From an optimization exercise on the open Yosys and OpenROAD flow, aimed at small area; shortcuts taken in it are not production practice.
In this exercise RTL edits were held to simulation tests only and were not proved equivalent to the original.

==> build 24 <==
==> flow/design.v <==
package cnn_geom_pkg;
    localparam int CI     = 3;
    localparam int PIX_BW = 16;
    localparam int IMG_W  = 8;
    localparam int IMG_H  = 8;
    localparam int POOL_W = IMG_W / 2;
    localparam int COL_BW = 3;
    localparam int ROW_BW = 3;
endpackage
package cnn_ctrl_pkg;
    typedef enum logic {
        POOL_MAX = 1'b0,
        POOL_AVG = 1'b1
    } pool_op_e;
    typedef enum logic [1:0] {
        S_IDLE = 2'd0,
        S_RUN  = 2'd1,
        S_HOLD = 2'd2
    } pool_state_e;
endpackage
import cnn_geom_pkg::*;
module relu_stage (
    input  logic [PIX_BW-1:0] i_pixel,
    output logic [PIX_BW-2:0] o_mag,
    output logic              o_neg
);
    assign o_mag = i_pixel[PIX_BW-2:0];
    assign o_neg = i_pixel[PIX_BW-1];
endmodule
import cnn_geom_pkg::*;
module line_buffer (
    input  logic              clk,
    input  logic              i_shift,
    input  logic              i_rot,
    input  logic              i_rot_n,
    input  logic              i_odd_col,
    input  logic              i_odd_row,
    input  cnn_ctrl_pkg::pool_op_e i_op,
    input  logic [PIX_BW-2:0] i_mag,
    input  logic              i_neg,
    output logic [PIX_BW-2:0] o_result
);
    logic [PIX_BW:0]   tail;
    logic [PIX_BW-1:0] ring [POOL_W-1];
    logic [PIX_BW-1:0] folded;
    logic [PIX_BW:0]   head;
    logic [PIX_BW:0]   acc_in;    
    logic [PIX_BW:0]   acc_out;
    logic              avg;
    assign avg = (i_op == cnn_ctrl_pkg::POOL_AVG);
    assign folded = {tail[PIX_BW-1:1], avg ? tail[0] : tail[PIX_BW]};
    assign head   = {~avg & ring[0][0], ring[0][PIX_BW-1:1], avg & ring[0][0]};
    logic sel_tail;
    logic sel_head;
    assign sel_tail = i_odd_col | ~i_shift;
    assign sel_head = ~sel_tail & i_odd_row;
    acc_nsel u_acc_nsel (
        .i_a    (tail),
        .i_a_en (sel_tail),
        .i_b    (head),
        .i_b_en (sel_head),
        .o_ny   (acc_in)
    );
    pool_unit u_pool_unit (
        .i_op   (i_op),
        .i_hold (~i_shift),
        .i_nacc (acc_in),
        .i_mag  (i_mag),
        .i_neg  (i_neg),
        .o_acc  (acc_out)
    );
    logic [PIX_BW-1:0] ring_next [POOL_W-1];
    for (genvar i = 0; i < POOL_W-1; i++) begin : g_ring
        logic [PIX_BW-1:0] load;
        if (i == POOL_W-2) begin : g_last
            assign load = folded;
        end else begin : g_mid
            assign load = ring[i+1];
        end
        ring_sel u_ring_sel (
            .i_load    (load),
            .i_load_en (i_rot),
            .i_keep    (ring[i]),
            .i_keep_en (i_rot_n),
            .o_next    (ring_next[i])
        );
    end
    always_ff @(posedge clk) begin
        tail <= acc_out;
        for (int i = 0; i < POOL_W-1; i++) begin
            ring[i] <= ring_next[i];
        end
    end
    assign o_result = tail[PIX_BW:2];
endmodule
module ring_sel (
    input  logic [PIX_BW-1:0] i_load,
    input  logic              i_load_en,
    input  logic [PIX_BW-1:0] i_keep,
    input  logic              i_keep_en,
    output logic [PIX_BW-1:0] o_next
);
    assign o_next = (i_load & {PIX_BW{i_load_en}}) | (i_keep & {PIX_BW{i_keep_en}});
endmodule
module acc_nsel (
    input  logic [PIX_BW:0] i_a,
    input  logic            i_a_en,
    input  logic [PIX_BW:0] i_b,
    input  logic            i_b_en,
    output logic [PIX_BW:0] o_ny
);
    assign o_ny = ~((i_a & {(PIX_BW+1){i_a_en}}) | (i_b & {(PIX_BW+1){i_b_en}}));
endmodule
import cnn_geom_pkg::*;
import cnn_ctrl_pkg::*;
module pool_unit (
    input  cnn_ctrl_pkg::pool_op_e  i_op,
    input  logic                    i_hold,
    input  logic [PIX_BW:0]         i_nacc,
    input  logic [PIX_BW-2:0]       i_mag,
    input  logic                    i_neg,
    output logic [PIX_BW:0]         o_acc
);
    logic [PIX_BW:0]   nacc;
    logic [PIX_BW-2:0] naddend;
    logic [PIX_BW:0]   nsum;
    logic [PIX_BW+1:0] ncarry;
    logic              larger;
    logic              keep;
    assign nacc    = i_nacc;
    assign naddend = (i_op == POOL_AVG && !i_neg && !i_hold) ? ~i_mag : '1;
    assign ncarry[0] = 1'b1;
    for (genvar i = 0; i <= PIX_BW; i++) begin : g_add
        if (i < PIX_BW-1) begin : g_fa
            assign nsum[i]     = nacc[i] ^ naddend[i] ^ ncarry[i];
            assign ncarry[i+1] = (nacc[i] & naddend[i]) | (nacc[i] & ncarry[i])
                               | (naddend[i] & ncarry[i]);
        end else begin : g_ha
            assign nsum[i]     = ~(nacc[i] ^ ncarry[i]);
            assign ncarry[i+1] = nacc[i] | ncarry[i];
        end
    end
    word_gt u_word_gt (
        .i_ntop (nacc[PIX_BW:2]),
        .i_word (i_mag),
        .o_gt   (larger)
    );
    assign keep = i_neg | ~larger;
    assign o_acc = (i_op == POOL_AVG || keep || i_hold) ? ~nsum : {i_mag, i_mag[1:0]};
endmodule
module word_gt (
    input  logic [PIX_BW-2:0] i_ntop,
    input  logic [PIX_BW-2:0] i_word,
    output logic              o_gt
);
    logic [PIX_BW-1:0] borrow;
    assign borrow[0] = 1'b0;
    for (genvar i = 0; i < PIX_BW-1; i++) begin : g_cmp
        assign borrow[i+1] = (i_ntop[i] & i_word[i]) | (i_ntop[i] & borrow[i])
                           | (i_word[i] & borrow[i]);
    end
    assign o_gt = borrow[PIX_BW-1];
endmodule
import cnn_geom_pkg::*;
import cnn_ctrl_pkg::*;
module pool_ctrl (
    input  logic                 clk,
    input  logic                 reset_n,
    input  logic                 i_valid,
    output logic                 o_ready,
    input  cnn_ctrl_pkg::pool_op_e i_pool_op,
    output cnn_ctrl_pkg::pool_op_e o_op,
    output logic                 o_shift,
    output logic                 o_rot,
    output logic                 o_rot_n,
    output logic                 o_odd_col,
    output logic                 o_odd_row,
    output logic                 o_valid,
    output logic                 o_last,
    input  logic                 i_ready
);
    cnn_ctrl_pkg::pool_op_e op_q;
    logic [COL_BW-1:0] col;
    logic [ROW_BW-1:0] row;
    logic              accept;
    logic              frame_start;
    logic              win_done;
    assign o_ready = ~(o_valid & ~i_ready);
    assign accept  = i_valid & o_ready;
    assign frame_start = (row == '0) & (col == '0);
    assign win_done    = accept & row[0] & col[0];
    assign o_last = o_valid & frame_start;
    assign o_op      = cnn_ctrl_pkg::pool_op_e'(frame_start ? i_pool_op : op_q);
    assign o_shift   = accept;
    assign o_rot     = accept & ~col[0];
    assign o_rot_n   = ~o_rot;
    assign o_odd_col = col[0];
    assign o_odd_row = row[0];
    always_ff @(posedge clk or negedge reset_n) begin
        if (!reset_n) begin
            op_q    <= POOL_MAX;
            col     <= '0;
            row     <= '0;
            o_valid <= 1'b0;
        end else begin
            if (accept && frame_start) op_q <= i_pool_op;
            {row, col} <= {row, col} + (COL_BW+ROW_BW)'(accept);
            if (win_done) begin
                o_valid <= 1'b1;
            end else if (i_ready) begin
                o_valid <= 1'b0;
            end
        end
    end
endmodule
import cnn_geom_pkg::*;
import cnn_ctrl_pkg::*;
module cnn_pool_top (
    input  logic                 clk,
    input  logic                 reset_n,
    input  logic                 i_valid,
    output logic                 o_ready,
    input  logic [CI*PIX_BW-1:0] i_pixel,
    input  cnn_ctrl_pkg::pool_op_e             i_pool_op,
    output logic                 o_valid,
    output logic [CI*PIX_BW-1:0] o_pool,
    output logic                 o_last,
    input  logic                 i_ready
);
    logic                     shift;
    logic                     rot;
    logic                     rot_n;
    logic                     odd_col;
    logic                     odd_row;
    cnn_ctrl_pkg::pool_op_e   op;
    for (genvar c = 0; c < CI; c++) begin : g_ch
        logic [PIX_BW-2:0] result;
        logic [PIX_BW-2:0] mag;
        logic              neg;
        relu_stage u_relu (
            .i_pixel (i_pixel[c*PIX_BW +: PIX_BW]),
            .o_mag   (mag),
            .o_neg   (neg)
        );
        line_buffer u_line_buffer (
            .clk       (clk),
            .i_shift   (shift),
            .i_rot     (rot),
            .i_rot_n   (rot_n),
            .i_odd_col (odd_col),
            .i_odd_row (odd_row),
            .i_op      (op),
            .i_mag     (mag),
            .i_neg     (neg),
            .o_result  (result)
        );
        assign o_pool[c*PIX_BW +: PIX_BW] = {1'b0, result};
    end
    pool_ctrl u_pool_ctrl (
        .clk       (clk),
        .reset_n   (reset_n),
        .i_valid   (i_valid),
        .o_ready   (o_ready),
        .i_pool_op (i_pool_op),
        .o_op      (op),
        .o_shift   (shift),
        .o_rot     (rot),
        .o_rot_n   (rot_n),
        .o_odd_col (odd_col),
        .o_odd_row (odd_row),
        .o_valid   (o_valid),
        .o_last    (o_last),
        .i_ready   (i_ready)
    );
endmodule
==> flow/flow/run.sh <==
#!/bin/bash
# The standard layout (the standard.sh, unchanged ORFS steps) with
# settings that only reduce cell area:
#  - Yosys's synth skips its quick ABC pass (-noabc), so the adders reach
#    extract_fa as written and map to full adders without inverters between
#    them; the final ABC run maps the logic for area alone
#    (flow/abc_area.script: no buffering or upsizing in ABC; OpenROAD
#    repairs slew, load and timing later);
#  - the port buffers are the smallest buffer, buf_1, not clkdlybuf4s50_1;
#  - CTS uses small clock buffers and no dummy loads.
# Each tool's output goes to a log file of its own in this folder.
set -euo pipefail
W=$PWD

rm -rf "$W/scripts_area"
cp -r "$FLOW_HOME/scripts" "$W/scripts_area"
cp "$W/flow/abc_area.script" "$W/scripts_area/abc_area.script"
# ABC keeps a22o_2 over the smaller a22o_1 of the same function; synthesis
# leaves it out (OpenROAD may still use it later)
sed -i '1i set ::env(DONT_USE_CELLS) "$::env(DONT_USE_CELLS) sky130_fd_sc_hd__a22o_2"' "$W/scripts_area/synth_preamble.tcl"
sed -i 's/^if { !\$::env(SYNTH_HIERARCHICAL) } {$/if { 1 } {/' "$W/scripts_area/synth.tcl"
grep -q '^if { 1 } {$' "$W/scripts_area/synth.tcl"
export SCRIPTS_DIR="$W/scripts_area"

export SYNTH_ARGS="-noabc"
export SYNTH_KEEP_MODULES="ring_sel acc_nsel pool_ctrl"
export BUFFER_PORTS_ARGS="-buffer_cell sky130_fd_sc_hd__buf_1"
export CTS_ARGS="-sink_clustering_enable -repair_clock_nets -sink_clustering_size 20 -sink_clustering_max_diameter 60 -buf_list {sky130_fd_sc_hd__clkbuf_2 sky130_fd_sc_hd__clkbuf_4 sky130_fd_sc_hd__clkbuf_8} -dont_use_dummy_load"

bash standard.sh synth > "$W/synth.log" 2>&1
bash standard.sh > "$W/layout.log" 2>&1
==> flow/flow/abc_area.script <==
strash
dc2
dch -f
map -a
topo
==> flow/standard.sh <==
#!/bin/bash
# synth_recipe.tcl (not shown) runs the flow's synth.tcl, then flattens the netlist and writes it again
# the make line also repeats each setting of config.mk as NAME=value (left out here)
make -C /OpenROAD-flow-scripts/flow DESIGN_CONFIG=/design/flow/config.mk WORK_HOME=/design/flow/orfs CLKGATE_MAP_FILE= SYNTH_SCRIPT=/design/flow/synth_recipe.tcl "${@:-finish}"
==> flow/config.mk <==
export PLATFORM = sky130hd
export DESIGN_NAME = cnn_pool_top
export DESIGN_NICKNAME = cnn_pool_top
export VERILOG_FILES = /design/flow/design.v
export SDC_FILE = /design/flow/constraint.sdc
export NUM_CORES = 4
export LEC_CHECK = 0
export ABC_AREA = 1
export CAP_MARGIN = 0
export CORE_MARGIN = 2
export CORE_UTILIZATION = 80
export SLEW_MARGIN = 0
export SYNTH_HIERARCHICAL = 1
==> flow/constraint.sdc <==
create_clock -name core_clock -period 10.0 [get_ports {clk}]
set_input_delay 2.0000 -clock core_clock [delete_from_list [all_inputs] [get_ports {clk}]]
set_output_delay 2.0000 -clock core_clock [all_outputs]
set_load 0.01 [all_outputs]
==> build 76: changes against build 24 <==
--- a/flow/design.v
+++ b/flow/design.v
@@ -31,8 +31,6 @@
 module line_buffer (
     input  logic              clk,
     input  logic              i_shift,
-    input  logic              i_rot,
-    input  logic              i_rot_n,
     input  logic              i_odd_col,
     input  logic              i_odd_row,
     input  cnn_ctrl_pkg::pool_op_e i_op,
@@ -44,79 +42,39 @@
     logic [PIX_BW-1:0] ring [POOL_W-1];
     logic [PIX_BW-1:0] folded;
     logic [PIX_BW:0]   head;
-    logic [PIX_BW:0]   acc_in;    
+    logic [PIX_BW:0]   acc_in;
     logic [PIX_BW:0]   acc_out;
     logic              avg;
     assign avg = (i_op == cnn_ctrl_pkg::POOL_AVG);
     assign folded = {tail[PIX_BW-1:1], avg ? tail[0] : tail[PIX_BW]};
     assign head   = {~avg & ring[0][0], ring[0][PIX_BW-1:1], avg & ring[0][0]};
-    logic sel_tail;
-    logic sel_head;
-    assign sel_tail = i_odd_col | ~i_shift;
-    assign sel_head = ~sel_tail & i_odd_row;
-    acc_nsel u_acc_nsel (
-        .i_a    (tail),
-        .i_a_en (sel_tail),
-        .i_b    (head),
-        .i_b_en (sel_head),
-        .o_ny   (acc_in)
-    );
+    assign acc_in = (i_odd_col || !i_shift) ? tail
+                  : (i_odd_row ? head : '0);
     pool_unit u_pool_unit (
         .i_op   (i_op),
         .i_hold (~i_shift),
-        .i_nacc (acc_in),
+        .i_acc  (acc_in),
         .i_mag  (i_mag),
         .i_neg  (i_neg),
         .o_acc  (acc_out)
     );
-    logic [PIX_BW-1:0] ring_next [POOL_W-1];
-    for (genvar i = 0; i < POOL_W-1; i++) begin : g_ring
-        logic [PIX_BW-1:0] load;
-        if (i == POOL_W-2) begin : g_last
-            assign load = folded;
-        end else begin : g_mid
-            assign load = ring[i+1];
-        end
-        ring_sel u_ring_sel (
-            .i_load    (load),
-            .i_load_en (i_rot),
-            .i_keep    (ring[i]),
-            .i_keep_en (i_rot_n),
-            .o_next    (ring_next[i])
-        );
-    end
     always_ff @(posedge clk) begin
         tail <= acc_out;
-        for (int i = 0; i < POOL_W-1; i++) begin
-            ring[i] <= ring_next[i];
+        if (i_shift && !i_odd_col) begin
+            ring[POOL_W-2] <= folded;
+            for (int i = 0; i < POOL_W-2; i++) begin
+                ring[i] <= ring[i+1];
+            end
         end
     end
     assign o_result = tail[PIX_BW:2];
-endmodule
-module ring_sel (
-    input  logic [PIX_BW-1:0] i_load,
-    input  logic              i_load_en,
-    input  logic [PIX_BW-1:0] i_keep,
-    input  logic              i_keep_en,
-    output logic [PIX_BW-1:0] o_next
-);
-    assign o_next = (i_load & {PIX_BW{i_load_en}}) | (i_keep & {PIX_BW{i_keep_en}});
-endmodule
-module acc_nsel (
-    input  logic [PIX_BW:0] i_a,
-    input  logic            i_a_en,
-    input  logic [PIX_BW:0] i_b,
-    input  logic            i_b_en,
-    output logic [PIX_BW:0] o_ny
-);
-    assign o_ny = ~((i_a & {(PIX_BW+1){i_a_en}}) | (i_b & {(PIX_BW+1){i_b_en}}));
 endmodule
 import cnn_geom_pkg::*;
 import cnn_ctrl_pkg::*;
 module pool_unit (
     input  cnn_ctrl_pkg::pool_op_e  i_op,
     input  logic                    i_hold,
-    input  logic [PIX_BW:0]         i_nacc,
+    input  logic [PIX_BW:0]         i_acc,
     input  logic [PIX_BW-2:0]       i_mag,
     input  logic                    i_neg,
     output logic [PIX_BW:0]         o_acc
@@ -125,9 +83,9 @@
     logic [PIX_BW-2:0] naddend;
     logic [PIX_BW:0]   nsum;
     logic [PIX_BW+1:0] ncarry;
-    logic              larger;
+    logic [PIX_BW-1:0] borrow;
     logic              keep;
-    assign nacc    = i_nacc;
+    assign nacc    = ~i_acc;
     assign naddend = (i_op == POOL_AVG && !i_neg && !i_hold) ? ~i_mag : '1;
     assign ncarry[0] = 1'b1;
     for (genvar i = 0; i <= PIX_BW; i++) begin : g_add
@@ -140,26 +98,13 @@
             assign ncarry[i+1] = nacc[i] | ncarry[i];
         end
     end
-    word_gt u_word_gt (
-        .i_ntop (nacc[PIX_BW:2]),
-        .i_word (i_mag),
-        .o_gt   (larger)
-    );
-    assign keep = i_neg | ~larger;
-    assign o_acc = (i_op == POOL_AVG || keep || i_hold) ? ~nsum : {i_mag, i_mag[1:0]};
-endmodule
-module word_gt (
-    input  logic [PIX_BW-2:0] i_ntop,
-    input  logic [PIX_BW-2:0] i_word,
-    output logic              o_gt
-);
-    logic [PIX_BW-1:0] borrow;
     assign borrow[0] = 1'b0;
     for (genvar i = 0; i < PIX_BW-1; i++) begin : g_cmp
-        assign borrow[i+1] = (i_ntop[i] & i_word[i]) | (i_ntop[i] & borrow[i])
-                           | (i_word[i] & borrow[i]);
-    end
-    assign o_gt = borrow[PIX_BW-1];
+        assign borrow[i+1] = (nacc[i+2] & i_mag[i]) | (nacc[i+2] & borrow[i])
+                           | (i_mag[i] & borrow[i]);
+    end
+    assign keep = i_neg | ~borrow[PIX_BW-1];
+    assign o_acc = (i_op == POOL_AVG || keep || i_hold) ? ~nsum : {i_mag, 2'b00};
 endmodule
 import cnn_geom_pkg::*;
 import cnn_ctrl_pkg::*;
@@ -171,8 +116,6 @@
     input  cnn_ctrl_pkg::pool_op_e i_pool_op,
     output cnn_ctrl_pkg::pool_op_e o_op,
     output logic                 o_shift,
-    output logic                 o_rot,
-    output logic                 o_rot_n,
     output logic                 o_odd_col,
     output logic                 o_odd_row,
     output logic                 o_valid,
@@ -192,8 +135,6 @@
     assign o_last = o_valid & frame_start;
     assign o_op      = cnn_ctrl_pkg::pool_op_e'(frame_start ? i_pool_op : op_q);
     assign o_shift   = accept;
-    assign o_rot     = accept & ~col[0];
-    assign o_rot_n   = ~o_rot;
     assign o_odd_col = col[0];
     assign o_odd_row = row[0];
     always_ff @(posedge clk or negedge reset_n) begin
@@ -228,8 +169,6 @@
     input  logic                 i_ready
 );
     logic                     shift;
-    logic                     rot;
-    logic                     rot_n;
     logic                     odd_col;
     logic                     odd_row;
     cnn_ctrl_pkg::pool_op_e   op;
@@ -245,8 +184,6 @@
         line_buffer u_line_buffer (
             .clk       (clk),
             .i_shift   (shift),
-            .i_rot     (rot),
-            .i_rot_n   (rot_n),
             .i_odd_col (odd_col),
             .i_odd_row (odd_row),
             .i_op      (op),
@@ -264,8 +201,6 @@
         .i_pool_op (i_pool_op),
         .o_op      (op),
         .o_shift   (shift),
-        .o_rot     (rot),
-        .o_rot_n   (rot_n),
         .o_odd_col (odd_col),
         .o_odd_row (odd_row),
         .o_valid   (o_valid),
--- a/flow/flow/run.sh
+++ b/flow/flow/run.sh
@@ -18,12 +18,9 @@
 # ABC keeps a22o_2 over the smaller a22o_1 of the same function; synthesis
 # leaves it out (OpenROAD may still use it later)
 sed -i '1i set ::env(DONT_USE_CELLS) "$::env(DONT_USE_CELLS) sky130_fd_sc_hd__a22o_2"' "$W/scripts_area/synth_preamble.tcl"
-sed -i 's/^if { !\$::env(SYNTH_HIERARCHICAL) } {$/if { 1 } {/' "$W/scripts_area/synth.tcl"
-grep -q '^if { 1 } {$' "$W/scripts_area/synth.tcl"
 export SCRIPTS_DIR="$W/scripts_area"
 
 export SYNTH_ARGS="-noabc"
-export SYNTH_KEEP_MODULES="ring_sel acc_nsel pool_ctrl"
 export BUFFER_PORTS_ARGS="-buffer_cell sky130_fd_sc_hd__buf_1"
 export CTS_ARGS="-sink_clustering_enable -repair_clock_nets -sink_clustering_size 20 -sink_clustering_max_diameter 60 -buf_list {sky130_fd_sc_hd__clkbuf_2 sky130_fd_sc_hd__clkbuf_4 sky130_fd_sc_hd__clkbuf_8} -dont_use_dummy_load"
 
Settings changed: CAP_MARGIN 0 to 20, SLEW_MARGIN 0 to 20, SYNTH_HIERARCHICAL 1 to unset.
==> results.ini <==
[status]
status=finished clean

[placed_design]
place_congestion=0.9100
placed_cells=984

[worst_setup_path]
path_depth=27

[end of results for build 24]
==> results.ini <==
[synth]
synth_flop_cell=edfxtp_1

[placed_design]
place_congestion=0.9309

[worst_setup_path]
path_depth=28
cp.required_ps=10330

[die]
placeableCoreArea_um2=10790

[clocking]
postCtsSetupBuffers=0

[status]
status=finished clean

[run]
maxCapViolations=0

[end of results for build 76]

afterwards: timing with drivers on the ports:
The results above use ideal ports. As a check the final layouts listed here were re-extracted and re-timed, cells and wires unchanged. Step 1, drivers: a clkbuf_16 drives clk and a buf_2 each remaining input, both assumed. Step 2 moves the port delays by t, midway between the first and last clock arrival at a register: inputs arrive t later, outputs are due t later. That takes back most of the time a late clock gives input paths. Three values: ideal, step 1, step 2; two values: the first two.
run	t (ns)	slack for setup (ns)	worst data-port slew with drivers (ns)
build 24	0.510	0.549 / 0.559 / 0.049	0.05
build 76	0.516	0.460 / 0.472 / -0.044	0.06
With both steps, setup timing fails in build 76, where it was met with ideal ports. The setup slack of build 76, which loses most, moves by +0.012 ns with the drivers and by -0.504 ns with both steps.
